Background: an optimization exercise with open tools, aiming at small area, a short achievable clock period and few clock cycles per item. Do not read the settings as production practice. At most, simulation tests tie the RTL to the original design; equivalence was not proved. The RTL of runs 2, 3, 5 and 6 was laid out without a check of its function. Power is estimated from default activity; no workload was simulated.

==> flow/design.v (outline; a module is shown in full before it is edited, if it fits) <==
// module instr_decoder: 36 lines
// module instr_queue: 45 lines
// module instruction_issue: 106 lines
// module execute_cluster: 180 lines
// module mul_csa: 713 lines
// module core_issue_top: 112 lines
module core_issue_top (
    input  logic                   clk,
    input  logic                   rst,
    input  logic                   instr_valid,
    input  logic [31:0]            instr_word,
    input  logic                   flush,
    output logic                   stall,
    output logic                   wb_valid,
    output logic [5-1:0] wb_rd,
    output logic [32-1:0]       wb_data
);
  // ...
==> flow/run.sh <==
#!/bin/bash
# synth_recipe.tcl (not shown) runs the flow's synth.tcl, then flattens the netlist and writes it again
# the make line also repeats each setting of config.mk as NAME=value (left out here)
make -C /OpenROAD-flow-scripts/flow DESIGN_CONFIG=/design/flow/config.mk WORK_HOME=/design/flow/orfs CLKGATE_MAP_FILE= SYNTH_SCRIPT=/design/flow/synth_recipe.tcl finish
==> flow/config.mk <==
export PLATFORM = sky130hd
export DESIGN_NAME = core_issue_top
export DESIGN_NICKNAME = core_issue_top
export VERILOG_FILES = /design/flow/design.v
export SDC_FILE = /design/flow/constraint.sdc
export NUM_CORES = 4
export LEC_CHECK = 0
export ABC_CLOCK_PERIOD_IN_PS = 3000
export CAP_MARGIN = 20
export CORE_MARGIN = 2
export CORE_UTILIZATION = 40
export CTS_BUF_LIST = sky130_fd_sc_hd__clkbuf_4 sky130_fd_sc_hd__clkbuf_8
export SETUP_SLACK_MARGIN = 3.0
export SLEW_MARGIN = 20
==> flow/constraint.sdc <==
create_clock -name core_clock -period 7.0 [get_ports {clk}]
set_input_delay 1.4000 -clock core_clock [delete_from_list [all_inputs] [get_ports {clk}]]
set_output_delay 1.4000 -clock core_clock [all_outputs]
set_load 0.01 [all_outputs]
==> impl_table.tex, run 1 <==
\begin{tabular}{lr}
\hline
Metric & Value \\
\hline
\multicolumn{2}{l}{\textbf{Status}} \\
Run status & timing/DRC/antenna clean \\
\multicolumn{2}{l}{\textbf{Routing}} \\
Violation count after the first detailed-route iteration & 7,877 \\
Uppermost signal routing layer after detailed routing & met5 \\
Total wire length after detailed routing & 306,000 microns \\
WL met2 & 138,000 microns \\
Via Count & 60,010 \\
\multicolumn{2}{l}{\textbf{Floorplanning}} \\
Count of boundary I/O pins & 75 \\
Die width & 467 microns \\
\multicolumn{2}{l}{\textbf{Finish}} \\
Area of all placed cells without fillers & 97,100 sq um \\
Number of flip-flops and latches & 1,511 \\
Layout overhead on the synthesized area & 13.1\% \\
Clock buf/inv share & 5.37\% \\
Register fraction of the total cell area & 43.6\% \\
Count of clock buffers in the final design & 378 \\
\multicolumn{2}{l}{\textbf{Synth}} \\
Gate Count Post-Synth & 6,528 \\
Top-area cell type share of the netlist area & 42.1\% \\
Xor/xnor cell area share of the yosys netlist & 4.59\% \\
Yosys warns & 3 \\
Async SR Flop Fraction & 0\% \\
\multicolumn{2}{l}{\textbf{Timing}} \\
Tightest Pin Transition & 1150 ps \\
Hold\_ws & 345 ps \\
\multicolumn{2}{l}{\textbf{Clock network}} \\
Number of clock buffers inserted by TritonCTS & 279 \\
Clock-pin slew on the worst setup and hold paths & 60 ps \\
Sink Count & 1,511 \\
\multicolumn{2}{l}{\textbf{Critical path}} \\
Register-to-register setup slack & 2870 ps \\
Critical Path Start Type & register \\
Worst Setup SP & u\_execute.s2\_r0[23] \\
\multicolumn{2}{l}{\textbf{Power}} \\
Switching pwr & 5640 uW \\
Combinational share of power & 13.4\% \\
Power Density & 216 nW/um\^{}2 \\
\multicolumn{2}{l}{\textbf{Placement}} \\
Post-placement setup slack & 1930 ps \\
\multicolumn{2}{l}{\textbf{Worst hold path}} \\
Number of cells on the worst hold path & 0 \\
\hline
\end{tabular}
Testbench counts, summed over its fixed seeds: cycles 17,895, instrs 16,000.
==> module instr_queue, before the edit <==
module instr_queue #(
    parameter int DEPTH = 3
) (
    input  logic           clk,
    input  logic           rst,
    input  logic           flush,
    input  logic           push,
    input  core_pkg::dec_t wr_data,
    input  logic           pop,
    output logic           head_valid,
    output core_pkg::dec_t head,
    output logic           stall
);
    localparam int W = core_pkg::DEC_W;
    logic [DEPTH-1:0][W-1:0] q;
    logic [DEPTH-1:0]        v;
    assign head       = q[0];
    assign head_valid = v[0];
    assign stall      = v[DEPTH-1];
    always_ff @(posedge clk) begin
        if (rst || flush) begin
            v <= '0;
        end else begin
            for (int i = 0; i < DEPTH; i++) begin
                if (pop)
                    v[i] <= (i + 1 < DEPTH ? v[(i + 1) % DEPTH] : 1'b0) || (push && v[i]) ||
                            (push && i == 0 && !v[0]);
                else
                    v[i] <= v[i] || (push && (i == 0 || v[(i + DEPTH - 1) % DEPTH]));
            end
        end
    end
    always_ff @(posedge clk) begin
        for (int i = 0; i < DEPTH; i++) begin
            if (pop) begin
                if (i + 1 < DEPTH && v[(i + 1) % DEPTH])
                    q[i] <= q[(i + 1) % DEPTH];
                else if (v[i] || i == 0)
                    q[i] <= wr_data;
            end else if (!v[i]) begin
                q[i] <= wr_data;
            end
        end
    end
endmodule
==> run 2, diff against run 1 <==
--- a/flow/design.v
+++ b/flow/design.v
@@ -71,5 +71,5 @@
     assign head       = q[0];
     assign head_valid = v[0];
-    assign stall      = v[DEPTH-1];
+    assign stall      = v[DEPTH-1] && !pop;
     always_ff @(posedge clk) begin
         if (rst || flush) begin
--- a/flow/config.mk
+++ b/flow/config.mk
@@ -10,5 +10,4 @@
 export CORE_MARGIN = 2
 export CORE_UTILIZATION = 40
-export CTS_BUF_LIST = sky130_fd_sc_hd__clkbuf_4 sky130_fd_sc_hd__clkbuf_8
 export SETUP_SLACK_MARGIN = 3.0
 export SLEW_MARGIN = 20
==> impl_table.tex, run 2 <==
\begin{tabular}{lr}
\hline
Metric & Value \\
\hline
\multicolumn{2}{l}{\textbf{Routing}} \\
Remaining number of nets flagged by the antenna check after routing & 0 (unchanged) \\
Violation count after the first detailed-route iteration & 8,047 (was 7,877) \\
Via/cell ratio & 6.36 (was 6.21) \\
Wire length per cell after detailed routing & 33.5 microns (was 31.7 microns) \\
Total wire length after detailed routing & 322,000 microns (was 306,000 microns) \\
Via Count & 61,142 (was 60,010) \\
Router iterations before antenna repair & 8 (was 6) \\
Drc violations & 0 (unchanged) \\
\multicolumn{2}{l}{\textbf{Power}} \\
Worst vdd ir & 0.282 mV (was 0.228 mV) \\
Cell Int Power & 15,900 uW (was 15,400 uW) \\
Combinational share of power & 14.0\% (was 13.4\%) \\
Switching pwr & 5860 uW (was 5640 uW) \\
Seq pwr share & 45.6\% (was 47.4\%) \\
Tot Pwr & 21,800 uW (was 21,000 uW) \\
Share of total power in the clock network & 40.4\% (was 39.2\%) \\
Power Density & 221 nW/um\^{}2 (was 216 nW/um\^{}2) \\
Switching fraction of total power & 26.9\% (was 26.8\%) \\
Static Leak & 0.0351 uW (was 0.0347 uW) \\
\multicolumn{2}{l}{\textbf{Timing}} \\
Setup violators final & 0 (unchanged) \\
Min setup slack post-route & 2850 ps (was 2870 ps) \\
Final Max Slew Viols & 0 (unchanged) \\
RSZ-0062 raised after global routing & true (unchanged) \\
Tightest Pin Transition & 1280 ps (was 1150 ps) \\
Final hold viol count & 0 (unchanged) \\
Post-Route Setup TNS & 0 ps (unchanged) \\
Highest clock frequency the design can meet & 241 MHz (was 242 MHz) \\
Skew final & 47.5 ps (was 73.6 ps) \\
Headroom to the max-slew limit & 14.4\% (was 22.3\%) \\
Min Tclk post-route & 4150 ps (was 4130 ps) \\
Period utilization & 59.2\% (was 59.0\%) \\
\multicolumn{2}{l}{\textbf{Clock network}} \\
Hold-fix buffer count after cts & 0 (unchanged) \\
Number of clock buffers inserted by TritonCTS & 164 (was 279) \\
Clock latency on the worst-skew pair & 850 ps (was 1060 ps) \\
Clock-pin slew on the worst setup and hold paths & 60 ps (about the same) \\
Clock root cell & clkbuf\_16 (was clkbuf\_8) \\
Clock tree from TritonCTS & done (unchanged) \\
Sink Count & 1,511 (unchanged) \\
H-Tree Level Count & 4 (was 5) \\
Maximum count of clock buffers along a single path & 3 (was 4) \\
\multicolumn{2}{l}{\textbf{Floorplanning}} \\
Count of boundary I/O pins & 75 (unchanged) \\
Effective utilization at floorplan & 40.3\% (about the same) \\
Die H & 469 microns (was 467 microns) \\
Core Footprint & 215,000 sq um (was 213,000 sq um) \\
Row count & 170 (was 169) \\
Die width & 469 microns (was 467 microns) \\
Area of the die & 220,000 sq um (was 218,000 sq um) \\
\multicolumn{2}{l}{\textbf{Finish}} \\
Filler cell count & 18,959 (was 19,127) \\
Final standard cell utilization of the core & 46.0\% (was 45.6\%) \\
Flip-flop count of the largest register after layout & 992 (unchanged) \\
Layout cell share with drive strength beyond 1 & 22.7\% (was 23.6\%) \\
Commonest cells after routing, fill and taps aside & 1,202 x edfxtp\_1, 586 x mux4\_2, 410 x nand2\_1 (was 1,202 x edfxtp\_1, 585 x mux4\_2, 372 x nand2\_1) \\
Count of placed standard cells in the final layout, fillers left out & 9,614 (was 9,656) \\
Leading cell type in the layout, fill and taps excluded & edfxtp\_1 (unchanged) \\
Net count of the finished layout & 7,098 (was 7,104) \\
Regs by FF count & u\_issue.rf (992), u\_queue.q (90) (unchanged) \\
Register ranked first by flip-flop count & u\_issue.rf (unchanged) \\
Layout overhead on the synthesized area & 14.3\% (was 13.1\%) \\
\multicolumn{2}{l}{\textbf{Global routing}} \\
Largest net degree at the start of global routing & 95 (was 122) \\
Number of global-route vias before repair & 59,587 (was 60,292) \\
Remaining global-route overflow & 0 (unchanged) \\
Global-route wire length before repair & 448,000 microns (was 433,000 microns) \\
Total global routing track utilization & 28.7\% (was 27.7\%) \\
Antenna violations before repair & 16 (was 17) \\
\multicolumn{2}{l}{\textbf{Synth}} \\
Post-synthesis compound-gate area fraction & 11.0\% (was 10.7\%) \\
Xor/xnor cell area share of the yosys netlist & 4.44\% (was 4.59\%) \\
Yosys warns & 3 (unchanged) \\
Part of the Yosys area used for sequential elements & 48.9\% (was 49.3\%) \\
Adder and majority gate portion of the synthesized area & 7.83\% (was 7.88\%) \\
Async SR Flop Fraction & 0\% (unchanged) \\
Post-synth net total & 7,034 (was 6,988) \\
Simple-gate share of the synthesized area & 5.94\% (was 5.75\%) \\
Count of state elements after synthesis & 1,511 (unchanged) \\
Most used standard cells in the synthesized netlist & 1,202 x edfxtp\_1, 586 x mux4\_2, 410 x nand2\_1, 367 x o21ai\_0, 321 x inv\_1 (was 1,202 x edfxtp\_1, 585 x mux4\_2, 374 x nand2\_1, 357 x o21ai\_0, 329 x a21oi\_1) \\
Top-area cell type share of the netlist area & 41.7\% (was 42.1\%) \\
Gate Count Post-Synth & 6,573 (was 6,528) \\
Number of library cell types mapped by synthesis & 83 (was 85) \\
Mean instance size in the synthesized netlist & 13.2 sq um (was 13.1 sq um) \\
Dominant cells by area after synthesis & edfxtp\_1 42\%, mux4\_2 15\%, dfxtp\_1 7.2\%, fa\_1 4.5\%, ha\_1 3.3\% (was edfxtp\_1 42\%, mux4\_2 15\%, dfxtp\_1 7.2\%, fa\_1 4.5\%, ha\_1 3.4\%) \\
Count of flip-flops with a built-in enable after synthesis & 1,202 (unchanged) \\
Post-synthesis instance area & 86,500 sq um (was 85,800 sq um) \\
Cell accounting for the most synthesized area & edfxtp\_1 (unchanged) \\
Most repeated cell in the gate-level netlist after synthesis & edfxtp\_1 (unchanged) \\
Mux share of post-synthesis cell area & 17.9\% (was 18.1\%) \\
Combinational family with the most area after synthesis & multiplexers (unchanged) \\
Primary flip-flop cell chosen by synthesis mapping & edfxtp\_1 (unchanged) \\
\multicolumn{2}{l}{\textbf{Status}} \\
Run status & timing/DRC/antenna clean (unchanged) \\
\multicolumn{2}{l}{\textbf{Placement}} \\
Gp weighted congestion & 1.01 (about the same) \\
Post-placement setup slack & 1820 ps (was 1930 ps) \\
\# placed instances & 9,188 (was 9,113) \\
Port buffer count & 74 (unchanged) \\
Half-perimeter wire length after placement & 206,000 microns (was 195,000 microns) \\
\multicolumn{2}{l}{\textbf{Critical path}} \\
CP max stage delay & 420 ps (was 540 ps) \\
Slowest cell on the critical path & edfxtp\_1 (was fa\_1) \\
Arrival time at the worst endpoint & 2750 ps (was 5010 ps) \\
CP cell instances & clkbuf\_16, buf\_4, xor2\_1, nor3\_2, a21o\_1, nand2\_1, o2111ai\_2, buf\_6, ha\_4, buf\_6 (was fa\_1, fa\_1, ha\_2, nand3\_2, nor2\_1, a221o\_1, o21ai\_4, and4b\_1, nor4\_2, buf\_4, nor2\_1, nor3\_2, o31ai\_1) \\
Category of the worst setup path capture point & output port (was register) \\
Data required time at the worst endpoint & 5600 ps (was 7880 ps) \\
Worst setup path class & reg -> out (was reg -> reg) \\
Critical Path Start Type & register (unchanged) \\
Worst Path Max Fanout & 3 (was 6) \\
Worst path most repeated cell & buf\_6 \\
\multicolumn{2}{l}{\textbf{Flow run}} \\
Max-capacitance violation count & 0 (unchanged) \\
\multicolumn{2}{l}{\textbf{Worst hold path}} \\
Class of the tightest hold or removal check & reg -> reg (unchanged) \\
\hline
\end{tabular}
## run 2: kinds of logic (layout without fill, tap and decap cells)
family | Yosys count | after routing
AOI/OAI and AO/OA | 1448 | 1449
xor gates and xnor gates | 438 | 438
adders and majority gates | 425 | 425
buffers and inverters | 835 | 1026
DFF | 1511 | 1511
muxes | 802 | 806
other | 0 | 7
and+or+nand+nor | 1114 | 1114
## run 2: what timing repair did
| action | CTS | global route |
|---|---|---|
| gates resized for setup | 156 | 180 |
| cloned | 18 | 4 |
| setup buffers | 43 | 53 |
| setup endpoints to repair | 255 | 137 |
| pin swaps | 24 | 69 |
## run 2: per-layer routing
layer  GRT usage (%)  wire [microns]  vias up
li1                -               -    25232
met1            37.1          122000    31615
met2            43.7          145000     3500
met3            8.05           34100      787
met4            15.8           21200        8
met5               0             150        -
## run 2: area by class of cell
cell class                 count  area (sq um)  share of cell area, %
clock inverter                91           975                  0.986
sequential                  1511         42300                   42.8
tap                         2838          3550                   3.59
timing repair buffer         392          4070                   4.11
inverter                     335          1310                   1.33
clock buffer                 207          4400                   4.45
timing repair inverter         1          5.00                0.00506
multi-input combinational   4232         42200                   42.7
antenna                        7          17.5                 0.0177
## run 2: metrics by stage
step                      hold WS, ps  cell area (sq um)
after floorplan                   323              86500
after global placement            329              90600
after detailed placement          327              90700
after CTS                         341              97500
after global routing              343              98800
final                             340              98900
## run 2: critical path: cells and delay by family (launching register included)
kind | cells | cell delay [ps]
compound gates | 2 | 310
xor+xnor | 1 | 160
fa+ha+maj | 1 | 130
buf+inv | 4 | 580
flops | 1 | 420
simple gates | 2 | 320
## run 2: final timing paths
kind	start	endpoint	slack [ps]	depth (start not counted)
worst max register to register	u_execute.s2_r2[12]	u_issue.mul_a[24]	2860	12
worst min register to register	u_queue.q[24]	u_issue.ex_funct3[0]	340	0
worst min-delay path	u_queue.q[24]	u_issue.ex_funct3[0]	340	0
worst max-delay path	u_queue.q[13]	stall	2850	10
## run 2: power by group through the flow
stage | Clock, uW | Sequential [uW] | Combinational [uW]
after floorplan | 0 | 10000 | 1760
after global placement | 0 | 10100 | 2650
after detailed placement | 0 | 10100 | 2650
after CTS | 8890 | 9930 | 2800
after global routing | 9240 | 9950 | 3180
final | 8810 | 9950 | 3040
==> run 3, diff against run 2 <==
--- a/flow/config.mk
+++ b/flow/config.mk
@@ -6,8 +6,8 @@
 export NUM_CORES = 4
 export LEC_CHECK = 0
-export ABC_CLOCK_PERIOD_IN_PS = 3000
+export ABC_CLOCK_PERIOD_IN_PS = 3200
 export CAP_MARGIN = 20
 export CORE_MARGIN = 2
 export CORE_UTILIZATION = 40
-export SETUP_SLACK_MARGIN = 3.0
+export SETUP_SLACK_MARGIN = 2.8
 export SLEW_MARGIN = 20
==> impl_table.tex, run 3 <==
\begin{tabular}{lr}
\hline
Metric & Value \\
\hline
\multicolumn{2}{l}{\textbf{Status}} \\
Run status & timing/DRC/antenna clean (unchanged) \\
\multicolumn{2}{l}{\textbf{Global routing}} \\
Largest net degree at the start of global routing & 110 (was 95) \\
Antenna violations before repair & 14 (was 16) \\
Total global routing track utilization & 27.9\% (was 28.7\%) \\
Global-route wire length before repair & 437,000 microns (was 448,000 microns) \\
Number of global-route vias before repair & 58,726 (was 59,587) \\
Remaining global-route overflow & 0 (unchanged) \\
\multicolumn{2}{l}{\textbf{Clock network}} \\
Number of clock buffers inserted by TritonCTS & 166 (was 164) \\
Sink Count & 1,511 (unchanged) \\
Clock-pin slew on the worst setup and hold paths & 60 ps (about the same) \\
Maximum count of clock buffers along a single path & 3 (unchanged) \\
Clock tree from TritonCTS & done (unchanged) \\
Clock latency on the worst-skew pair & 860 ps (was 850 ps) \\
H-Tree Level Count & 4 (unchanged) \\
Clock root cell & clkbuf\_16 (unchanged) \\
Hold-fix buffer count after cts & 0 (unchanged) \\
\multicolumn{2}{l}{\textbf{Critical path}} \\
CP max stage delay & 420 ps (about the same) \\
Gate family responsible for the most delay along the worst path & adder cells (was buffers and inverters) \\
Slowest cell on the critical path & edfxtp\_1 (unchanged) \\
CP cell instances & ha\_4, buf\_12, nand4\_1, nor4\_2, a31oi\_2, o2111ai\_2, buf\_6, ha\_1, buf\_2 (was clkbuf\_16, buf\_4, xor2\_1, nor3\_2, a21o\_1, nand2\_1, o2111ai\_2, buf\_6, ha\_4, buf\_6) \\
Arrival time at the worst endpoint & 2920 ps (was 2750 ps) \\
Count of buffer and inverter cells on the critical path & 3 (was 4) \\
Worst setup path class & reg -> out (unchanged) \\
Worst Path Max Fanout & 2 (was 3) \\
Critical Path Start Type & register (unchanged) \\
Data required time at the worst endpoint & 5600 ps (about the same) \\
Category of the worst setup path capture point & output port (unchanged) \\
\multicolumn{2}{l}{\textbf{Finish}} \\
Flip-flop count of the largest register after layout & 992 (unchanged) \\
Commonest cells after routing, fill and taps aside & 1,202 x edfxtp\_1, 586 x mux4\_2, 408 x nand2\_1 (was 1,202 x edfxtp\_1, 586 x mux4\_2, 410 x nand2\_1) \\
Net count of the finished layout & 7,041 (was 7,098) \\
Layout overhead on the synthesized area & 12.4\% (was 14.3\%) \\
Register ranked first by flip-flop count & u\_issue.rf (unchanged) \\
Regs by FF count & u\_issue.rf (992), u\_queue.q (90) (unchanged) \\
Leading cell type in the layout, fill and taps excluded & edfxtp\_1 (unchanged) \\
Filler cell count & 19,170 (was 18,959) \\
Layout cell share with drive strength beyond 1 & 20.4\% (was 22.7\%) \\
Area of all placed cells without fillers & 97,200 sq um (was 98,900 sq um) \\
\multicolumn{2}{l}{\textbf{Routing}} \\
Wire length per cell after detailed routing & 32.6 microns (was 33.5 microns) \\
Remaining number of nets flagged by the antenna check after routing & 0 (unchanged) \\
Via Count & 60,582 (was 61,142) \\
Drc violations & 0 (unchanged) \\
Total wire length after detailed routing & 312,000 microns (was 322,000 microns) \\
Router iterations before antenna repair & 8 (unchanged) \\
Violation count after the first detailed-route iteration & 8,363 (was 8,047) \\
Via/cell ratio & 6.34 (was 6.36) \\
\multicolumn{2}{l}{\textbf{Timing}} \\
Final hold viol count & 0 (unchanged) \\
Post-Route Setup TNS & 0 ps (unchanged) \\
Skew final & 37.9 ps (was 47.5 ps) \\
Headroom to the max-slew limit & 13.1\% (was 14.4\%) \\
Tightest Pin Transition & 1290 ps (was 1280 ps) \\
Min Tclk post-route & 4320 ps (was 4150 ps) \\
Final Max Slew Viols & 0 (unchanged) \\
Highest clock frequency the design can meet & 231 MHz (was 241 MHz) \\
Setup violators final & 0 (unchanged) \\
Period utilization & 61.8\% (was 59.2\%) \\
RSZ-0062 raised after global routing & true (unchanged) \\
\multicolumn{2}{l}{\textbf{Power}} \\
Static Leak & 0.0344 uW (was 0.0351 uW) \\
Power Density & 223 nW/um\^{}2 (was 221 nW/um\^{}2) \\
Worst vdd ir & 0.240 mV (was 0.282 mV) \\
\multicolumn{2}{l}{\textbf{Placement}} \\
Gp weighted congestion & 1.00 (was 1.01) \\
Placement Cell Area & 90,800 sq um (was 90,700 sq um) \\
Port buffer count & 74 (unchanged) \\
Half-perimeter wire length after placement & 205,000 microns (was 206,000 microns) \\
\multicolumn{2}{l}{\textbf{Flow run}} \\
Max-capacitance violation count & 0 (unchanged) \\
\multicolumn{2}{l}{\textbf{Floorplanning}} \\
Count of boundary I/O pins & 75 (unchanged) \\
Effective utilization at floorplan & 40.3\% (unchanged) \\
Row count & 170 (unchanged) \\
Die width & 469 microns (unchanged) \\
Die H & 469 microns (unchanged) \\
Area of the die & 220,000 sq um (unchanged) \\
Core Footprint & 215,000 sq um (unchanged) \\
\multicolumn{2}{l}{\textbf{Synth}} \\
Primary flip-flop cell chosen by synthesis mapping & edfxtp\_1 (unchanged) \\
Number of library cell types mapped by synthesis & 83 (unchanged) \\
Cell accounting for the most synthesized area & edfxtp\_1 (unchanged) \\
Post-synthesis instance area & 86,500 sq um (unchanged) \\
Most repeated cell in the gate-level netlist after synthesis & edfxtp\_1 (unchanged) \\
Count of state elements after synthesis & 1,511 (unchanged) \\
Count of flip-flops with a built-in enable after synthesis & 1,202 (unchanged) \\
Top-area cell type share of the netlist area & 41.7\% (unchanged) \\
Mean instance size in the synthesized netlist & 13.2 sq um (unchanged) \\
Async SR Flop Fraction & 0\% (unchanged) \\
Post-synth net total & 7,034 (unchanged) \\
Gate Count Post-Synth & 6,573 (unchanged) \\
Dominant cells by area after synthesis & edfxtp\_1 42\%, mux4\_2 15\%, dfxtp\_1 7.2\%, fa\_1 4.5\%, ha\_1 3.3\% (unchanged) \\
Most used standard cells in the synthesized netlist & 1,202 x edfxtp\_1, 586 x mux4\_2, 410 x nand2\_1, 367 x o21ai\_0, 321 x inv\_1 (unchanged) \\
Part of the Yosys area used for sequential elements & 48.9\% (unchanged) \\
Yosys warns & 3 (unchanged) \\
\multicolumn{2}{l}{\textbf{Worst hold path}} \\
Class of the tightest hold or removal check & reg -> reg (unchanged) \\
\hline
\end{tabular}
run 3: power by group:
part / internal, uW / switching (uW) / leakage [uW]
sequential: 9710 / 231 / 0.0136
clock: 5050 / 3830 / 0.00264
combinational: 1140 / 1730 / 0.0182
run 3: timing repair:
action,4_1_cts,5_1_grt
setup endpoints to repair,165,115
pin swaps,9,12
gates cloned,6,4
resized for setup,62,67
buffers inserted,22,22
run 3: logic make-up after synthesis:
logic type      count (synthesis)  synth area share [%]
simple gates                 1114                  5.94
fa+ha+maj                     425                  7.83
xor+xnor                      438                  4.44
buf+inv                       835                  4.02
mux                           802                  17.9
compound gates               1448                  11.0
flops                        1511                  48.9
run 3: final timing paths:
path	slack, ps	depth (start not counted)	startpoint	to
min reg2reg	340	0	u_queue.q[24]	u_issue.ex_funct3[0]
min	340	0	u_queue.q[24]	u_issue.ex_funct3[0]
max	2680	9	u_execute.div_za[0]	stall
max reg2reg	2760	11	u_issue.ex_sub	u_issue.mul_a[13]
run 3: layer usage:
metal	routed length, microns	track usage, %	up-vias
met5	51	0	-
met3	30500	5.90	691
li1	-	-	25136
met4	19100	14.7	8
met1	121000	37.0	31262
met2	142000	43.0	3485
run 3: metrics by stage:
step                      cells  worst slack (ps)  total power (uW)  utilization [%]  hold WS, ps
after detailed placement   9196              2230             12800             42.2          327
after floorplan            6573              2820             11800                -          323
after CTS                  9531              2600             21700             45.0          345
after global placement     9188              2190             12800             42.2          332
final                      9559              2680             21700             45.3          345
after global routing       9557              2530             22300             45.3          355
run 3: final cells by class:
type	instances	area [sq um]	area share (%)
flip-flops and latches	1511	42300	43.5
multi-input cells	4231	41500	42.6
clock buffers	201	4350	4.47
well taps	2838	3550	3.65
repair buffers	334	3170	3.26
inverters	335	1280	1.32
clock inverters	106	1090	1.12
repair inverters	1	5.00	0.00515
diodes	2	5.00	0.00515
==> run 4, diff against run 3 <==
--- a/flow/design.v
+++ b/flow/design.v
@@ -71,5 +71,5 @@
     assign head       = q[0];
     assign head_valid = v[0];
-    assign stall      = v[DEPTH-1] && !pop;
+    assign stall      = v[DEPTH-1];
     always_ff @(posedge clk) begin
         if (rst || flush) begin
--- a/flow/config.mk
+++ b/flow/config.mk
@@ -6,8 +6,8 @@
 export NUM_CORES = 4
 export LEC_CHECK = 0
-export ABC_CLOCK_PERIOD_IN_PS = 3200
+export ABC_CLOCK_PERIOD_IN_PS = 3000
 export CAP_MARGIN = 20
 export CORE_MARGIN = 2
 export CORE_UTILIZATION = 40
-export SETUP_SLACK_MARGIN = 2.8
+export SETUP_SLACK_MARGIN = 3.0
 export SLEW_MARGIN = 20
==> impl_table.tex, run 4 <==
\begin{tabular}{lr}
\hline
Metric & Value \\
\hline
\multicolumn{2}{l}{\textbf{Power}} \\
Static Leak & 0.0345 uW (was 0.0344 uW) \\
Tot Pwr & 21,400 uW (was 21,700 uW) \\
Share of total power in the clock network & 40.2\% (was 40.9\%) \\
Switching fraction of total power & 26.8\% (was 26.7\%) \\
Combinational share of power & 13.2\% (about the same) \\
Switching pwr & 5720 uW (was 5800 uW) \\
Cell Int Power & 15,600 uW (was 15,900 uW) \\
Worst vdd ir & 0.226 mV (was 0.240 mV) \\
Power Density & 220 nW/um\^{}2 (was 223 nW/um\^{}2) \\
Seq pwr share & 46.6\% (was 45.8\%) \\
\multicolumn{2}{l}{\textbf{Worst hold path}} \\
Startpoint of the most critical hold path & u\_queue.q[24] (unchanged) \\
Number of cells on the worst hold path & 0 (unchanged) \\
Min-Delay Endpoint & u\_issue.ex\_funct3[0] (unchanged) \\
Class of the tightest hold or removal check & reg -> reg (unchanged) \\
\multicolumn{2}{l}{\textbf{Global routing}} \\
Antenna violations before repair & 17 (was 14) \\
Global-route wire length before repair & 430,000 microns (was 437,000 microns) \\
Total global routing track utilization & 27.4\% (was 27.9\%) \\
Number of global-route vias before repair & 59,094 (was 58,726) \\
Remaining global-route overflow & 0 (unchanged) \\
Largest net degree at the start of global routing & 122 (was 110) \\
\multicolumn{2}{l}{\textbf{Timing}} \\
Final Max Slew Viols & 0 (unchanged) \\
Post-Route Setup TNS & 0 ps (unchanged) \\
Final hold viol count & 0 (unchanged) \\
Tightest Pin Transition & 1240 ps (was 1290 ps) \\
Headroom to the max-slew limit & 16.5\% (was 13.1\%) \\
Period utilization & 58.3\% (was 61.8\%) \\
Setup violators final & 0 (unchanged) \\
RSZ-0062 raised after global routing & true (unchanged) \\
Min setup slack post-route & 2920 ps (was 2680 ps) \\
Highest clock frequency the design can meet & 245 MHz (was 231 MHz) \\
Skew final & 62.4 ps (was 37.9 ps) \\
Min Tclk post-route & 4080 ps (was 4320 ps) \\
\multicolumn{2}{l}{\textbf{Critical path}} \\
Arrival time at the worst endpoint & 4780 ps (was 2920 ps) \\
Capture instance of the worst register-to-register path & u\_issue.ex\_b[29] (was u\_issue.mul\_a[13]) \\
Startpoint of the lowest-slack register-to-register path & u\_execute.s2\_r0[23] (was u\_issue.ex\_sub) \\
Number of cells traversed by the worst register-to-register path & 13 (was 11) \\
Category of the worst setup path capture point & register (was output port) \\
Worst Path Max Fanout & 6 (was 2) \\
Critical Path Start Type & register (unchanged) \\
Register-to-register setup slack & 2920 ps (was 2760 ps) \\
Worst setup path class & reg -> reg (was reg -> out) \\
Data required time at the worst endpoint & 7690 ps (was 5600 ps) \\
\multicolumn{2}{l}{\textbf{Placement}} \\
Half-perimeter wire length after placement & 195,000 microns (was 205,000 microns) \\
Post-placement setup slack & 1930 ps (was 2230 ps) \\
Port buffer count & 74 (unchanged) \\
Gp weighted congestion & 1.01 (was 1.00) \\
\multicolumn{2}{l}{\textbf{Floorplanning}} \\
Area of the die & 218,000 sq um (was 220,000 sq um) \\
Count of boundary I/O pins & 75 (unchanged) \\
Die width & 467 microns (was 469 microns) \\
Die H & 467 microns (was 469 microns) \\
Core Footprint & 213,000 sq um (was 215,000 sq um) \\
Row count & 169 (was 170) \\
Effective utilization at floorplan & 40.3\% (about the same) \\
\multicolumn{2}{l}{\textbf{Routing}} \\
Met1 layer wirelength in the final routing & 118,000 microns (was 121,000 microns) \\
Violation count after the first detailed-route iteration & 7,942 (was 8,363) \\
Total wire length after detailed routing & 306,000 microns (was 312,000 microns) \\
Drc violations & 0 (unchanged) \\
Remaining number of nets flagged by the antenna check after routing & 0 (unchanged) \\
Via Count & 59,524 (was 60,582) \\
Router iterations before antenna repair & 14 (was 8) \\
WL met2 & 138,000 microns (was 142,000 microns) \\
Met3 wire length & 32,600 microns (was 30,500 microns) \\
Via/cell ratio & 6.28 (was 6.34) \\
Wire length per cell after detailed routing & 32.2 microns (was 32.6 microns) \\
Uppermost signal routing layer after detailed routing & met5 (unchanged) \\
\multicolumn{2}{l}{\textbf{Clock network}} \\
Clock latency on the worst-skew pair & 870 ps (was 860 ps) \\
Clock-pin slew on the worst setup and hold paths & 70 ps (was 60 ps) \\
Number of clock buffers inserted by TritonCTS & 164 (was 166) \\
H-Tree Level Count & 4 (unchanged) \\
Maximum count of clock buffers along a single path & 3 (unchanged) \\
Hold-fix buffer count after cts & 0 (unchanged) \\
Clock root cell & clkbuf\_16 (unchanged) \\
Clock tree from TritonCTS & done (unchanged) \\
Sink Count & 1,511 (unchanged) \\
\multicolumn{2}{l}{\textbf{Flow run}} \\
Max-capacitance violation count & 0 (unchanged) \\
\multicolumn{2}{l}{\textbf{Status}} \\
Run status & timing/DRC/antenna clean (unchanged) \\
\multicolumn{2}{l}{\textbf{Finish}} \\
Flip-flop count of the largest register after layout & 992 (unchanged) \\
Final standard cell utilization of the core & 45.6\% (was 45.3\%) \\
Layout cell share with drive strength beyond 1 & 21.4\% (was 20.4\%) \\
Commonest cells after routing, fill and taps aside & 1,202 x edfxtp\_1, 585 x mux4\_2, 371 x nand2\_1 (was 1,202 x edfxtp\_1, 586 x mux4\_2, 408 x nand2\_1) \\
Register ranked first by flip-flop count & u\_issue.rf (unchanged) \\
Layout overhead on the synthesized area & 13.1\% (was 12.4\%) \\
Leading cell type in the layout, fill and taps excluded & edfxtp\_1 (unchanged) \\
Regs by FF count & u\_issue.rf (992), u\_queue.q (90) (unchanged) \\
Net count of the finished layout & 6,980 (was 7,041) \\
\multicolumn{2}{l}{\textbf{Synth}} \\
Dominant cells by area after synthesis & edfxtp\_1 42\%, mux4\_2 15\%, dfxtp\_1 7.2\%, fa\_1 4.5\%, ha\_1 3.4\% (was edfxtp\_1 42\%, mux4\_2 15\%, dfxtp\_1 7.2\%, fa\_1 4.5\%, ha\_1 3.3\%) \\
Post-synthesis instance area & 85,800 sq um (was 86,500 sq um) \\
Async SR Flop Fraction & 0\% (unchanged) \\
Part of the Yosys area used for sequential elements & 49.3\% (was 48.9\%) \\
Cell accounting for the most synthesized area & edfxtp\_1 (unchanged) \\
Top-area cell type share of the netlist area & 42.1\% (was 41.7\%) \\
Number of library cell types mapped by synthesis & 85 (was 83) \\
Primary flip-flop cell chosen by synthesis mapping & edfxtp\_1 (unchanged) \\
Count of state elements after synthesis & 1,511 (unchanged) \\
Count of flip-flops with a built-in enable after synthesis & 1,202 (unchanged) \\
Yosys warns & 3 (unchanged) \\
Most used standard cells in the synthesized netlist & 1,202 x edfxtp\_1, 585 x mux4\_2, 374 x nand2\_1, 357 x o21ai\_0, 329 x a21oi\_1 (was 1,202 x edfxtp\_1, 586 x mux4\_2, 410 x nand2\_1, 367 x o21ai\_0, 321 x inv\_1) \\
Post-synth net total & 6,988 (was 7,034) \\
Most repeated cell in the gate-level netlist after synthesis & edfxtp\_1 (unchanged) \\
Mean instance size in the synthesized netlist & 13.1 sq um (was 13.2 sq um) \\
Gate Count Post-Synth & 6,528 (was 6,573) \\
\hline
\end{tabular}
## run 4: changes by cell type after synthesis, moves of 38 or more
| cell | change |
|---|---|
| a21oi_1 | +45 |
| buf_1 | +44 |
| buf_2 | -49 |
| nor2_1 | +38 |
| o211ai_1 | -43 |
| o21ai_1 | +50 |
## run 4: power groups by stage
stage / Sequential (uW) / Clock, uW / Combinational [uW]
2_1_floorplan: 10000 / 0 / 1700
3_3_place_gp: 10100 / 0 / 2550
3_5_place_dp: 10100 / 0 / 2560
4_1_cts: 9930 / 8680 / 2640
5_1_grt: 9950 / 9020 / 2980
6_report: 9950 / 8570 / 2830
## run 4: per-layer routing
layer  up-vias  global-route usage [%]
met2      3347                    42.0
met5         -                   0.329
li1      24831                       -
met3       783                    7.54
met1     30547                    36.1
met4        16                    13.1
## run 4: kinds of logic (layout without fill, tap and decap cells)
| group | count (synthesis) | in the layout | synth area share (%) |
|---|---|---|---|
| AND/OR/NAND/NOR | 1075 | 1075 | 5.75 |
| AO/OA/AOI/OAI | 1443 | 1443 | 10.7 |
| other | 0 | 5 | 0 |
| flip-flops | 1511 | 1511 | 49.3 |
| buffers and inverters | 820 | 945 | 3.70 |
| multiplexers | 805 | 809 | 18.1 |
| adder cells (fa/ha/maj) | 424 | 424 | 7.88 |
| XOR/XNOR | 450 | 450 | 4.59 |
## run 4: cell type report
type | count | area, sq um
fillers | 18989 | 116000
clock inverters | 92 | 893
clock buffers | 211 | 4400
multi-input cells | 4201 | 41500
flip-flops and latches | 1511 | 42300
repair buffers | 320 | 3110
diodes | 5 | 12.5
well taps | 2821 | 3530
inverters | 322 | 1240
## run 4: critical path: stages (launching register included)
cell	delay (ps)
dfxtp_2	450
fa_1	480
fa_1	530
ha_2	470
nand3_2	200
nor2_2	250
a221o_1	360
o21ai_4	150
and4b_1	250
nor4_2	270
buf_4	190
nor2_1	60
nor3_2	170
o31ai_1	100
## run 4: worst max-delay path by stage
stage                          endpoint  slack (ps)  cells past startpoint           startpoint
finish                 u_issue.ex_b[29]        2920                     13  u_execute.s2_r0[23]
global route           u_issue.ex_b[23]        2890                     11        u_queue.q[12]
CTS                 u_execute.s2_r0[30]        2890                     11    u_issue.mul_b[15]
detailed placement  u_execute.s2_r0[30]        1930                     10    u_issue.mul_b[11]
global placement    u_execute.s2_r0[30]        1910                     10    u_issue.mul_b[11]
floorplan           u_execute.s2_r0[27]        3000                     16     u_issue.mul_b[1]
## run 4: what timing repair did
| item | CTS | global route |
|---|---|---|
| hold endpoints to repair | 0 | 0 |
| setup endpoints to repair | 258 | 179 |
| cloned | 4 | 7 |
| pin swaps | 12 | 32 |
| buffers inserted | 19 | 31 |
| gates resized for setup | 115 | 127 |
## run 4: through the flow
| step | hold slack (ps) | instances | area [sq um] |
|---|---|---|---|
| after floorplan | 323 | 6528 | 85900 |
| after global placement | 328 | 9111 | 90000 |
| after detailed placement | 338 | 9113 | 90000 |
| after CTS | 354 | 9439 | 96100 |
| after global routing | 363 | 9479 | 97000 |
| final | 351 | 9483 | 97100 |
Testbench counts of run 4, summed over its fixed seeds: cycles 17,895, instrs 16,000.
==> module instruction_issue, before the edit <==
module instruction_issue (
    input  logic                     clk,
    input  logic                     rst,
    input  logic                     head_valid,
    input  core_pkg::dec_t           head,
    output logic                     fire,
    output logic                     ex_alu,
    output logic                     ex_mul,
    output logic                     ex_div,
    output logic [5-1:0]   ex_rd,
    output logic [2:0]               ex_funct3,
    output logic                     ex_sub,
    output logic [32-1:0]         ex_a,
    output logic [32-1:0]         ex_b,
    output logic [32-1:0]         mul_a,
    output logic [32-1:0]         mul_b,
    input  logic [32-1:0]         alu_res,
    input  logic                     s2_valid,
    input  logic [5-1:0]   s2_rd,
    input  logic [32-1:0]         s2_res,
    input  logic                     div_busy,
    input  logic [5-1:0]   div_rd,
    input  logic                     div_resv,
    input  logic                     div_wr,
    input  logic [32-1:0]         div_res,
    input  logic                     rf_we,
    input  logic [5-1:0]   rf_waddr,
    input  logic [32-1:0]         rf_wdata
);
    logic [32-1:1][32-1:0] rf;
    logic [32-1:0][32-1:0] rf_rd;
    logic [5-1:0] rs1;
    logic [5-1:0] rs2;
    logic                   use_rs2;
    logic [32-1:0]       rs1_val;
    logic [32-1:0]       rs2_val;
    logic                   haz_mul;
    logic                   haz_div;
    logic                   blk_div;
    logic                   blk_slot;
    genvar gi;
    generate
        for (gi = 1; gi < 32; gi++) begin : g_rf
            always_ff @(posedge clk) begin
                if (rf_we && rf_waddr == gi)
                    rf[gi] <= rf_wdata;
            end
        end
    endgenerate
    assign rf_rd = {rf, {32{1'b0}}};
    assign rs1     = head.rs1;
    assign rs2     = head.imm[4:0];
    assign use_rs2 = !head.use_imm;
    always_comb begin
        if (ex_alu && ex_rd == rs1)
            rs1_val = alu_res;
        else if (s2_valid && s2_rd == rs1)
            rs1_val = s2_res;
        else if (div_wr && div_rd == rs1)
            rs1_val = div_res;
        else if (rf_we && rf_waddr == rs1)
            rs1_val = rf_wdata;
        else
            rs1_val = rf_rd[rs1];
    end
    always_comb begin
        if (ex_alu && ex_rd == rs2)
            rs2_val = alu_res;
        else if (s2_valid && s2_rd == rs2)
            rs2_val = s2_res;
        else if (div_wr && div_rd == rs2)
            rs2_val = div_res;
        else if (rf_we && rf_waddr == rs2)
            rs2_val = rf_wdata;
        else
            rs2_val = rf_rd[rs2];
    end
    assign haz_mul  = ex_mul && (ex_rd == rs1 || (use_rs2 && ex_rd == rs2));
    assign haz_div  = div_busy && !div_wr &&
                      (div_rd == rs1 || (use_rs2 && div_rd == rs2) || div_rd == head.rd);
    assign blk_div  = head.div && div_busy && !div_wr;
    assign blk_slot = !head.div && div_resv;
    assign fire = head_valid && !haz_mul && !haz_div && !blk_div && !blk_slot;
    always_ff @(posedge clk) begin
        if (rst) begin
            ex_alu <= 1'b0;
            ex_mul <= 1'b0;
            ex_div <= 1'b0;
        end else begin
            ex_alu <= fire && head.alu;
            ex_mul <= fire && head.mul;
            ex_div <= fire && head.div;
        end
    end
    logic [32-1:0] op_b;
    assign op_b = head.use_imm ? {{(32-12){head.imm[11]}}, head.imm} : rs2_val;
    always_ff @(posedge clk) begin
        ex_rd     <= head.rd;
        ex_funct3 <= head.funct3;
        ex_sub    <= head.sub;
        ex_a      <= rs1_val;
        ex_b      <= op_b;
        mul_a     <= head.mul ? rs1_val : '0;
        mul_b     <= head.mul ? rs2_val : '0;
    end
endmodule
==> module core_issue_top, before the edit <==
module core_issue_top (
    input  logic                   clk,
    input  logic                   rst,
    input  logic                   instr_valid,
    input  logic [31:0]            instr_word,
    input  logic                   flush,
    output logic                   stall,
    output logic                   wb_valid,
    output logic [5-1:0] wb_rd,
    output logic [32-1:0]       wb_data
);
    logic                   dec_ok;
    core_pkg::dec_t         dec;
    logic                   head_valid;
    core_pkg::dec_t         head;
    logic                   fire;
    logic                   ex_alu, ex_mul, ex_div;
    logic [5-1:0] ex_rd;
    logic [2:0]             ex_funct3;
    logic                   ex_sub;
    logic [32-1:0]       ex_a, ex_b;
    logic [32-1:0]       mul_a, mul_b;
    logic [32-1:0]       alu_res;
    logic                   s2_valid;
    logic [5-1:0] s2_rd;
    logic [32-1:0]       s2_res;
    logic                   div_busy;
    logic [5-1:0] div_rd;
    logic                   div_resv;
    logic                   div_wr;
    logic [32-1:0]       div_res;
    logic                   rf_we;
    logic [5-1:0] rf_waddr;
    logic [32-1:0]       rf_wdata;
    instr_decoder u_decoder (
        .instr_word (instr_word),
        .dec_ok     (dec_ok),
        .dec        (dec)
    );
    instr_queue u_queue (
        .clk        (clk),
        .rst        (rst),
        .flush      (flush),
        .push       (instr_valid && !flush && dec_ok),
        .wr_data    (dec),
        .pop        (fire),
        .head_valid (head_valid),
        .head       (head),
        .stall      (stall)
    );
    instruction_issue u_issue (
        .clk        (clk),
        .rst        (rst),
        .head_valid (head_valid),
        .head       (head),
        .fire       (fire),
        .ex_alu     (ex_alu),
        .ex_mul     (ex_mul),
        .ex_div     (ex_div),
        .ex_rd      (ex_rd),
        .ex_funct3  (ex_funct3),
        .ex_sub     (ex_sub),
        .ex_a       (ex_a),
        .ex_b       (ex_b),
        .mul_a      (mul_a),
        .mul_b      (mul_b),
        .alu_res    (alu_res),
        .s2_valid   (s2_valid),
        .s2_rd      (s2_rd),
        .s2_res     (s2_res),
        .div_busy   (div_busy),
        .div_rd     (div_rd),
        .div_resv   (div_resv),
        .div_wr     (div_wr),
        .div_res    (div_res),
        .rf_we      (rf_we),
        .rf_waddr   (rf_waddr),
        .rf_wdata   (rf_wdata)
    );
    execute_cluster u_execute (
        .clk        (clk),
        .rst        (rst),
        .ex_alu     (ex_alu),
        .ex_mul     (ex_mul),
        .ex_div     (ex_div),
        .ex_rd      (ex_rd),
        .ex_funct3  (ex_funct3),
        .ex_sub     (ex_sub),
        .ex_a       (ex_a),
        .ex_b       (ex_b),
        .mul_a      (mul_a),
        .mul_b      (mul_b),
        .alu_res    (alu_res),
        .issue_div  (fire && head.div),
        .issue_rd   (head.rd),
        .issue_rem  (head.funct3[1]),
        .s2_valid   (s2_valid),
        .s2_rd      (s2_rd),
        .s2_res     (s2_res),
        .div_busy   (div_busy),
        .div_rd     (div_rd),
        .div_resv   (div_resv),
        .div_wr     (div_wr),
        .div_res    (div_res),
        .rf_we      (rf_we),
        .rf_waddr   (rf_waddr),
        .rf_wdata   (rf_wdata),
        .wb_valid   (wb_valid),
        .wb_rd      (wb_rd),
        .wb_data    (wb_data)
    );
endmodule
==> run 5, diff against run 4 <==
--- a/flow/design.v
+++ b/flow/design.v
@@ -71,5 +71,5 @@
     assign head       = q[0];
     assign head_valid = v[0];
-    assign stall      = v[DEPTH-1];
+    assign stall      = v[DEPTH-1] && !pop;
     always_ff @(posedge clk) begin
         if (rst || flush) begin
@@ -115,5 +115,4 @@
     output logic [32-1:0]         ex_b,
     output logic [32-1:0]         mul_a,
-    output logic [32-1:0]         mul_b,
     input  logic [32-1:0]         alu_res,
     input  logic                     s2_valid,
@@ -203,5 +202,4 @@
         ex_b      <= op_b;
         mul_a     <= head.mul ? rs1_val : '0;
-        mul_b     <= head.mul ? rs2_val : '0;
     end
 endmodule
@@ -1124,5 +1122,5 @@
     logic                   ex_sub;
     logic [32-1:0]       ex_a, ex_b;
-    logic [32-1:0]       mul_a, mul_b;
+    logic [32-1:0]       mul_a;
     logic [32-1:0]       alu_res;
     logic                   s2_valid;
@@ -1168,5 +1166,4 @@
         .ex_b       (ex_b),
         .mul_a      (mul_a),
-        .mul_b      (mul_b),
         .alu_res    (alu_res),
         .s2_valid   (s2_valid),
@@ -1194,5 +1191,5 @@
         .ex_b       (ex_b),
         .mul_a      (mul_a),
-        .mul_b      (mul_b),
+        .mul_b      (ex_b),
         .alu_res    (alu_res),
         .issue_div  (fire && head.div),
==> impl_table.tex, run 5 <==
\begin{tabular}{lr}
\hline
Metric & Value \\
\hline
\multicolumn{2}{l}{\textbf{Routing}} \\
Via/cell ratio & 6.33 (was 6.28) \\
Wire length per cell after detailed routing & 33.0 microns (was 32.2 microns) \\
Via Count & 59,803 (was 59,524) \\
Router iterations before antenna repair & 8 (was 14) \\
Drc violations & 0 (unchanged) \\
Remaining number of nets flagged by the antenna check after routing & 0 (unchanged) \\
Violation count after the first detailed-route iteration & 8,168 (was 7,942) \\
Total wire length after detailed routing & 312,000 microns (was 306,000 microns) \\
\multicolumn{2}{l}{\textbf{Finish}} \\
Commonest cells after routing, fill and taps aside & 1,202 x edfxtp\_1, 584 x mux4\_2, 359 x nand2\_1 (was 1,202 x edfxtp\_1, 585 x mux4\_2, 371 x nand2\_1) \\
Layout cell share with drive strength beyond 1 & 22.9\% (was 21.4\%) \\
Filler cell count & 18,603 (was 18,989) \\
Net count of the finished layout & 6,954 (was 6,980) \\
Layout overhead on the synthesized area & 14.7\% (was 13.1\%) \\
Multi-input gate area & 41,600 sq um (was 41,500 sq um) \\
Area of all placed cells without fillers & 97,500 sq um (was 97,100 sq um) \\
Regs by FF count & u\_issue.rf (992), u\_queue.q (90) (unchanged) \\
Leading cell type in the layout, fill and taps excluded & edfxtp\_1 (unchanged) \\
Area taken by flip-flops and latches & 41,700 sq um (was 42,300 sq um) \\
Register ranked first by flip-flop count & u\_issue.rf (unchanged) \\
Count of placed standard cells in the final layout, fillers left out & 9,445 (was 9,483) \\
Flip-flop count of the largest register after layout & 992 (unchanged) \\
\multicolumn{2}{l}{\textbf{Synth}} \\
Number of library cell types mapped by synthesis & 80 (was 85) \\
Top-area cell type share of the netlist area & 42.5\% (was 42.1\%) \\
Yosys warns & 3 (unchanged) \\
Most used standard cells in the synthesized netlist & 1,202 x edfxtp\_1, 584 x mux4\_2, 361 x nand2\_1, 340 x o21ai\_0, 338 x xnor2\_1 (was 1,202 x edfxtp\_1, 585 x mux4\_2, 374 x nand2\_1, 357 x o21ai\_0, 329 x a21oi\_1) \\
Primary flip-flop cell chosen by synthesis mapping & edfxtp\_1 (unchanged) \\
Count of state elements after synthesis & 1,479 (was 1,511) \\
Post-synth net total & 6,872 (was 6,988) \\
Count of flip-flops with a built-in enable after synthesis & 1,202 (unchanged) \\
Post-synthesis instance area & 85,000 sq um (was 85,800 sq um) \\
Gate Count Post-Synth & 6,411 (was 6,528) \\
Most repeated cell in the gate-level netlist after synthesis & edfxtp\_1 (unchanged) \\
Part of the Yosys area used for sequential elements & 49.0\% (was 49.3\%) \\
Cell accounting for the most synthesized area & edfxtp\_1 (unchanged) \\
Async SR Flop Fraction & 0\% (unchanged) \\
Dominant cells by area after synthesis & edfxtp\_1 42\%, mux4\_2 15\%, dfxtp\_1 6.5\%, fa\_1 4.6\%, xnor2\_1 3.5\% (was edfxtp\_1 42\%, mux4\_2 15\%, dfxtp\_1 7.2\%, fa\_1 4.5\%, ha\_1 3.4\%) \\
Mean instance size in the synthesized netlist & 13.3 sq um (was 13.1 sq um) \\
\multicolumn{2}{l}{\textbf{Critical path}} \\
Number of cells traversed by the worst register-to-register path & 11 (was 13) \\
Arrival time at the worst endpoint & 2840 ps (was 4780 ps) \\
Capture instance of the worst register-to-register path & u\_issue.ex\_b[26] (was u\_issue.ex\_b[29]) \\
Worst setup path class & reg -> out (was reg -> reg) \\
Category of the worst setup path capture point & output port (was register) \\
Data required time at the worst endpoint & 5600 ps (was 7690 ps) \\
CP Capture Point & stall (was u\_issue.ex\_b[29]) \\
Worst Path Max Fanout & 2 (was 6) \\
Critical Path Start Type & register (unchanged) \\
Startpoint of the lowest-slack register-to-register path & u\_queue.q[11] (was u\_execute.s2\_r0[23]) \\
Worst Setup SP & u\_execute.div\_zb[1] (was u\_execute.s2\_r0[23]) \\
Register-to-register setup slack & 3030 ps (was 2920 ps) \\
\multicolumn{2}{l}{\textbf{Global routing}} \\
Remaining global-route overflow & 0 (unchanged) \\
Global-route wire length before repair & 436,000 microns (was 430,000 microns) \\
Largest net degree at the start of global routing & 102 (was 122) \\
Antenna violations before repair & 13 (was 17) \\
Total global routing track utilization & 28.0\% (was 27.4\%) \\
Number of global-route vias before repair & 58,300 (was 59,094) \\
\multicolumn{2}{l}{\textbf{Timing}} \\
Setup violators final & 0 (unchanged) \\
RSZ-0062 raised after global routing & true (unchanged) \\
Highest clock frequency the design can meet & 236 MHz (was 245 MHz) \\
Final hold viol count & 0 (unchanged) \\
Period utilization & 60.6\% (was 58.3\%) \\
Post-Route Setup TNS & 0 ps (unchanged) \\
Tightest Pin Transition & 1160 ps (was 1240 ps) \\
Min setup slack post-route & 2760 ps (was 2920 ps) \\
Min Tclk post-route & 4240 ps (was 4080 ps) \\
Final Max Slew Viols & 0 (unchanged) \\
Skew final & 73.2 ps (was 62.4 ps) \\
Headroom to the max-slew limit & 21.6\% (was 16.5\%) \\
\multicolumn{2}{l}{\textbf{Floorplanning}} \\
Core Footprint & 212,000 sq um (was 213,000 sq um) \\
Area of the die & 216,000 sq um (was 218,000 sq um) \\
Effective utilization at floorplan & 40.2\% (was 40.3\%) \\
Die H & 465 microns (was 467 microns) \\
Count of boundary I/O pins & 75 (unchanged) \\
Row count & 169 (unchanged) \\
Die width & 465 microns (was 467 microns) \\
\multicolumn{2}{l}{\textbf{Worst hold path}} \\
Class of the tightest hold or removal check & reg -> reg (unchanged) \\
\multicolumn{2}{l}{\textbf{Clock network}} \\
Maximum count of clock buffers along a single path & 3 (unchanged) \\
Sink Count & 1,479 (was 1,511) \\
Clock tree from TritonCTS & done (unchanged) \\
H-Tree Level Count & 4 (unchanged) \\
Clock latency on the worst-skew pair & 840 ps (was 870 ps) \\
Clock-pin slew on the worst setup and hold paths & 60 ps (was 70 ps) \\
Number of clock buffers inserted by TritonCTS & 161 (was 164) \\
Clock root cell & clkbuf\_16 (unchanged) \\
\multicolumn{2}{l}{\textbf{Placement}} \\
Placement Cell Area & 89,200 sq um (was 90,000 sq um) \\
\# placed instances & 9,013 (was 9,113) \\
Post-placement setup slack & 2370 ps (was 1930 ps) \\
Gp weighted congestion & 1.00 (was 1.01) \\
Port buffer count & 74 (unchanged) \\
Half-perimeter wire length after placement & 195,000 microns (about the same) \\
\multicolumn{2}{l}{\textbf{Power}} \\
Power Density & 241 nW/um\^{}2 (was 220 nW/um\^{}2) \\
Static Leak & 0.0338 uW (was 0.0345 uW) \\
Worst vdd ir & 0.248 mV (was 0.226 mV) \\
\multicolumn{2}{l}{\textbf{Flow run}} \\
Max-capacitance violation count & 0 (unchanged) \\
\multicolumn{2}{l}{\textbf{Status}} \\
Run status & timing/DRC/antenna clean (unchanged) \\
\hline
\end{tabular}
[run 5: cell families after synthesis]
family	after synthesis	share of synthesized area (%)
buffers and inverters	798	3.79
and+or+nand+nor	1048	5.71
xor gates and xnor gates	446	4.60
muxes	793	18.1
DFF	1479	49.0
AOI/OAI and AO/OA	1422	10.8
adders and majority gates	425	7.97
[run 5: report_power, final]
part           switching (uW)  leakage (uW)  internal, uW  total (uW)
clock                    3780       0.00249          4690        8470
combinational            3200        0.0180          2110        5300
sequential                216        0.0133          9530        9750
[run 5: worst min path at each step]
| stage | depth (start not counted) | to | slack [ps] | from |
|---|---|---|---|---|
| finish | 0 | u_issue.ex_funct3[0] | 340 | u_queue.q[24] |
| detailed placement | 0 | u_issue.ex_funct3[0] | 330 | u_queue.q[24] |
| CTS | 0 | u_issue.ex_funct3[0] | 350 | u_queue.q[24] |
| global placement | 0 | u_issue.ex_funct3[0] | 330 | u_queue.q[24] |
| global route | 0 | u_issue.ex_funct3[2] | 360 | u_queue.q[26] |
| floorplan | 0 | u_issue.ex_funct3[0] | 320 | u_queue.q[24] |
[run 5: metrics by stage]
stage	hold slack, ps	total power (uW)	utilization [%]
CTS	348	23200	45.4
finish	343	23500	46.1
global route	356	24300	46.1
floorplan	323	12900	-
detailed placement	334	14600	42.1
global placement	327	14600	42.1
[run 5: critical path, cell delays in order (launching register included)]
cell and delay (ps):
edfxtp_1 430, ha_4 270, nand4_1 90, nor4_2 50, a31oi_1 200, buf_4 270, o21ai_4 70, a311oi_2 220
buf_6 160, inv_6 30, ha_4 150, buf_6 110
[run 5: final cells by class]
cell class / instances / area share (%)
Timing Repair Buffer: 409 / 4.40
Multi-Input combinational cell: 4139 / 42.6
Clock buffer: 204 / 4.42
Clock inverter: 87 / 0.876
Inverter: 302 / 1.24
Antenna cell: 3 / 0.00770
Tap cell: 2821 / 3.62
Sequential cell: 1479 / 42.8
Timing Repair inverter: 1 / 0.00513
[run 5: layer usage]
metal,up-vias,global-route usage [%],wire (microns),share of wire [%]
met5,-,0,66,0.021
met4,10,14.3,19300,6.2
met3,788,6.21,30900,9.9
met2,3513,43.5,142000,46
met1,30730,36.8,119000,38
li1,24762,-,-,-
[run 5: timing repair]
action                                  4_1_cts  5_1_grt
setup buffers                                58       52
resized for setup                           199      164
endpoints found under the setup margin      198      105
cloned                                       17       10
pin swaps                                    22       54
hold buffers                                  0        0
==> run 6, diff against run 5 <==
--- a/flow/design.v
+++ b/flow/design.v
@@ -114,5 +114,4 @@
     output logic [32-1:0]         ex_a,
     output logic [32-1:0]         ex_b,
-    output logic [32-1:0]         mul_a,
     input  logic [32-1:0]         alu_res,
     input  logic                     s2_valid,
@@ -201,5 +200,4 @@
         ex_a      <= rs1_val;
         ex_b      <= op_b;
-        mul_a     <= head.mul ? rs1_val : '0;
     end
 endmodule
@@ -1122,5 +1120,4 @@
     logic                   ex_sub;
     logic [32-1:0]       ex_a, ex_b;
-    logic [32-1:0]       mul_a;
     logic [32-1:0]       alu_res;
     logic                   s2_valid;
@@ -1165,5 +1162,4 @@
         .ex_a       (ex_a),
         .ex_b       (ex_b),
-        .mul_a      (mul_a),
         .alu_res    (alu_res),
         .s2_valid   (s2_valid),
@@ -1190,5 +1186,5 @@
         .ex_a       (ex_a),
         .ex_b       (ex_b),
-        .mul_a      (mul_a),
+        .mul_a      (ex_a),
         .mul_b      (ex_b),
         .alu_res    (alu_res),
==> impl_table.tex, run 6 <==
\begin{tabular}{lr}
\hline
Metric & Value \\
\hline
\multicolumn{2}{l}{\textbf{Synth}} \\
Top-area cell type share of the netlist area & 42.8\% (was 42.5\%) \\
Post-synth net total & 6,849 (was 6,872) \\
Yosys warns & 3 (unchanged) \\
Mean instance size in the synthesized netlist & 13.2 sq um (was 13.3 sq um) \\
Post-synthesis instance area & 84,400 sq um (was 85,000 sq um) \\
Dominant cells by area after synthesis & edfxtp\_1 43\%, mux4\_2 16\%, dfxtp\_1 5.8\%, fa\_1 4.6\%, xnor2\_1 3.4\% (was edfxtp\_1 42\%, mux4\_2 15\%, dfxtp\_1 6.5\%, fa\_1 4.6\%, xnor2\_1 3.5\%) \\
Number of library cell types mapped by synthesis & 89 (was 80) \\
Part of the Yosys area used for sequential elements & 48.6\% (was 49.0\%) \\
Adder and majority gate portion of the synthesized area & 8.03\% (was 7.97\%) \\
Combinational family with the most area after synthesis & multiplexers (unchanged) \\
Most used standard cells in the synthesized netlist & 1,202 x edfxtp\_1, 586 x mux4\_2, 384 x nand2\_1, 340 x o21ai\_0, 331 x xnor2\_1 (was 1,202 x edfxtp\_1, 584 x mux4\_2, 361 x nand2\_1, 340 x o21ai\_0, 338 x xnor2\_1) \\
Xor/xnor cell area share of the yosys netlist & 4.55\% (was 4.60\%) \\
Simple-gate share of the synthesized area & 5.63\% (was 5.71\%) \\
Count of state elements after synthesis & 1,447 (was 1,479) \\
Most repeated cell in the gate-level netlist after synthesis & edfxtp\_1 (unchanged) \\
Post-synthesis compound-gate area fraction & 10.9\% (was 10.8\%) \\
Gate Count Post-Synth & 6,388 (was 6,411) \\
Count of flip-flops with a built-in enable after synthesis & 1,202 (unchanged) \\
Cell accounting for the most synthesized area & edfxtp\_1 (unchanged) \\
Async SR Flop Fraction & 0\% (unchanged) \\
Primary flip-flop cell chosen by synthesis mapping & edfxtp\_1 (unchanged) \\
Mux share of post-synthesis cell area & 18.3\% (was 18.1\%) \\
\multicolumn{2}{l}{\textbf{Critical path}} \\
CP max stage delay & 430 ps (about the same) \\
CP cell instances & ha\_4, nand4\_1, nor4\_4, a31oi\_4, o21ai\_2, a311oi\_2, buf\_6, inv\_4, ha\_4, buf\_6 (was ha\_4, nand4\_1, nor4\_2, a31oi\_1, buf\_4, o21ai\_4, a311oi\_2, buf\_6, inv\_6, ha\_4, buf\_6) \\
Worst Path Max Fanout & 2 (unchanged) \\
Category of the worst setup path capture point & output port (unchanged) \\
Count of buffer and inverter cells on the critical path & 3 (was 4) \\
Worst setup path class & reg -> out (unchanged) \\
Slowest cell on the critical path & edfxtp\_1 (unchanged) \\
Critical Path Start Type & register (unchanged) \\
Data required time at the worst endpoint & 5600 ps (about the same) \\
Gate family responsible for the most delay along the worst path & compound AO/OA/AOI/OAI gates (was buffers and inverters) \\
Arrival time at the worst endpoint & 2830 ps (was 2840 ps) \\
\multicolumn{2}{l}{\textbf{Floorplanning}} \\
Core Footprint & 210,000 sq um (was 212,000 sq um) \\
Die H & 463 microns (was 465 microns) \\
Die width & 463 microns (was 465 microns) \\
Area of the die & 215,000 sq um (was 216,000 sq um) \\
Effective utilization at floorplan & 40.2\% (about the same) \\
Row count & 168 (was 169) \\
Count of boundary I/O pins & 75 (unchanged) \\
\multicolumn{2}{l}{\textbf{Routing}} \\
Router iterations before antenna repair & 6 (was 8) \\
Total wire length after detailed routing & 308,000 microns (was 312,000 microns) \\
Via Count & 59,700 (was 59,803) \\
Remaining number of nets flagged by the antenna check after routing & 0 (unchanged) \\
Wire length per cell after detailed routing & 32.9 microns (was 33.0 microns) \\
Via/cell ratio & 6.38 (was 6.33) \\
Violation count after the first detailed-route iteration & 8,501 (was 8,168) \\
Drc violations & 0 (unchanged) \\
\multicolumn{2}{l}{\textbf{Clock network}} \\
H-Tree Level Count & 4 (unchanged) \\
Clock tree from TritonCTS & done (unchanged) \\
Maximum count of clock buffers along a single path & 3 (unchanged) \\
Sink Count & 1,447 (was 1,479) \\
Clock-pin slew on the worst setup and hold paths & 60 ps (about the same) \\
Number of clock buffers inserted by TritonCTS & 157 (was 161) \\
Clock root cell & clkbuf\_16 (unchanged) \\
Hold-fix buffer count after cts & 0 (unchanged) \\
Clock latency on the worst-skew pair & 830 ps (was 840 ps) \\
\multicolumn{2}{l}{\textbf{Timing}} \\
Final hold viol count & 0 (unchanged) \\
Setup violators final & 0 (unchanged) \\
Highest clock frequency the design can meet & 236 MHz (about the same) \\
Hold\_ws & 338 ps (was 343 ps) \\
Post-Route Setup TNS & 0 ps (unchanged) \\
Min Tclk post-route & 4230 ps (was 4240 ps) \\
Tightest Pin Transition & 1280 ps (was 1160 ps) \\
Final Max Slew Viols & 0 (unchanged) \\
Period utilization & 60.5\% (was 60.6\%) \\
Skew final & 51.6 ps (was 73.2 ps) \\
RSZ-0062 raised after global routing & true (unchanged) \\
Headroom to the max-slew limit & 14.4\% (was 21.6\%) \\
\multicolumn{2}{l}{\textbf{Finish}} \\
Flip-flop count of the largest register after layout & 992 (unchanged) \\
Register ranked first by flip-flop count & u\_issue.rf (unchanged) \\
Regs by FF count & u\_issue.rf (992), u\_queue.q (90) (unchanged) \\
Leading cell type in the layout, fill and taps excluded & edfxtp\_1 (unchanged) \\
Count of placed standard cells in the final layout, fillers left out & 9,357 (was 9,445) \\
Layout overhead on the synthesized area & 14.1\% (was 14.7\%) \\
Net count of the finished layout & 6,888 (was 6,954) \\
Commonest cells after routing, fill and taps aside & 1,202 x edfxtp\_1, 586 x mux4\_2, 382 x nand2\_1 (was 1,202 x edfxtp\_1, 584 x mux4\_2, 359 x nand2\_1) \\
Layout cell share with drive strength beyond 1 & 22.9\% (about the same) \\
\multicolumn{2}{l}{\textbf{Placement}} \\
Port buffer count & 74 (unchanged) \\
Half-perimeter wire length after placement & 191,000 microns (was 195,000 microns) \\
\# placed instances & 8,971 (was 9,013) \\
Gp weighted congestion & 0.991 (was 1.00) \\
\multicolumn{2}{l}{\textbf{Global routing}} \\
Remaining global-route overflow & 0 (unchanged) \\
Antenna violations before repair & 12 (was 13) \\
Largest net degree at the start of global routing & 113 (was 102) \\
Number of global-route vias before repair & 58,376 (was 58,300) \\
Global-route wire length before repair & 432,000 microns (was 436,000 microns) \\
Total global routing track utilization & 27.8\% (was 28.0\%) \\
\multicolumn{2}{l}{\textbf{Power}} \\
Tot Pwr & 26,300 uW (was 23,500 uW) \\
Worst vdd ir & 0.336 mV (was 0.248 mV) \\
Power Density & 273 nW/um\^{}2 (was 241 nW/um\^{}2) \\
Static Leak & 0.0335 uW (was 0.0338 uW) \\
\multicolumn{2}{l}{\textbf{Status}} \\
Run status & timing/DRC/antenna clean (unchanged) \\
\multicolumn{2}{l}{\textbf{Worst hold path}} \\
Class of the tightest hold or removal check & reg -> reg (unchanged) \\
\multicolumn{2}{l}{\textbf{Flow run}} \\
Max-capacitance violation count & 0 (unchanged) \\
\hline
\end{tabular}
run 6: cell count changes after synthesis, sizes merged, moves of 9 or more:
cell,delta
nand3,-12
nor2,+38
o211ai,+10
nand2,+23
o221ai,-9
and2,-40
dfxtp,-32
a21o,-16
buf,+13
run 6: final timing paths:
path / slack (ps) / from / end / cells after the start
worst max-delay path: 2770 / u_execute.div_za[0] / stall / 10
worst max register to register: 3020 / u_execute.s2_r2[7] / u_issue.ex_a[31] / 13
worst min register to register: 340 / u_queue.q[26] / u_issue.ex_funct3[2] / 0
worst min-delay path: 340 / u_queue.q[26] / u_issue.ex_funct3[2] / 0
run 6: cell families after synthesis:
group,after synthesis
AO/OA/AOI/OAI,1426
XOR/XNOR,438
flip-flops,1447
buffers and inverters,804
AND/OR/NAND/NOR,1051
adder cells (fa/ha/maj),425
multiplexers,797
run 6: area by class of cell:
type                    count  area (sq um)
diodes                      1          2.50
clock buffers             207          4210
multi-input cells        4142         41600
flip-flops and latches   1447         41100
repair buffers            376          3890
well taps                2805          3510
clock inverters            76           763
inverters                 303          1210
fillers                 18518        113000
run 6: through the flow:
stage | cell area, sq um | worst slack (ps) | util (%)
finish | 96200 | 2770 | 45.9
global route | 96200 | 2660 | 45.9
CTS | 95000 | 2730 | 45.4
detailed placement | 88500 | 2190 | 42.3
global placement | 88500 | 2210 | 42.2
floorplan | 84700 | 3010 | -
run 6: timing repair:
action | 4_1_cts | 5_1_grt
cloned | 12 | 8
setup endpoints to repair | 170 | 114
gates resized for setup | 206 | 146
pin swaps | 17 | 38
setup buffers | 36 | 45
run 6: per-layer routing:
metal | vias up | wire length (microns) | global-route usage (%)
met4 | 6 | 19600 | 15.3
li1 | 24566 | - | -
met1 | 30469 | 115000 | 36.3
met2 | 3832 | 140000 | 42.7
met5 | - | 38 | 0
met3 | 827 | 32900 | 6.50
run 6: where the power goes:
| group | switching, uW | internal (uW) |
|---|---|---|
| registers | 209 | 9350 |
| logic | 4950 | 3570 |
| clock network | 3670 | 4560 |
| total | 8830 | 17500 |

-- what the ideal ports hide --
Ports are ideal in the flow. The routed layouts listed here were re-timed in OpenROAD. Step 1 assumes that a clkbuf_16 drives the clock port and a buf_2 every other input. Step 2 times the ports against the registers' clock, not the clock port: input delays grow and output delays shrink by t, the midpoint of the rising clock arrivals with the driver on. Three values: ideal ports, drivers, drivers and shift; two values: the first two.
run	t, ns	setup slack, ns	hold slack, ns	clock arrival spread, ns
run 1	1.109	2.871 / 2.871 / 2.871	0.345 / 0.345 / 0.345	0.074 / 0.074
run 2	0.923	2.854 / 2.760 / 2.865	0.340 / 0.340 / 0.340	0.048 / 0.048
run 3	0.928	2.677 / 2.592 / 2.761	0.345 / 0.345 / 0.345	0.039 / 0.039
run 4	0.918	2.918 / 2.918 / 2.918	0.351 / 0.351 / 0.351	0.063 / 0.063
run 5	0.889	2.757 / 2.669 / 3.032	0.343 / 0.343 / 0.343	0.075 / 0.075
run 6	0.889	2.768 / 2.678 / 3.016	0.338 / 0.338 / 0.338	0.051 / 0.052
After both steps every run listed still meets setup and hold.
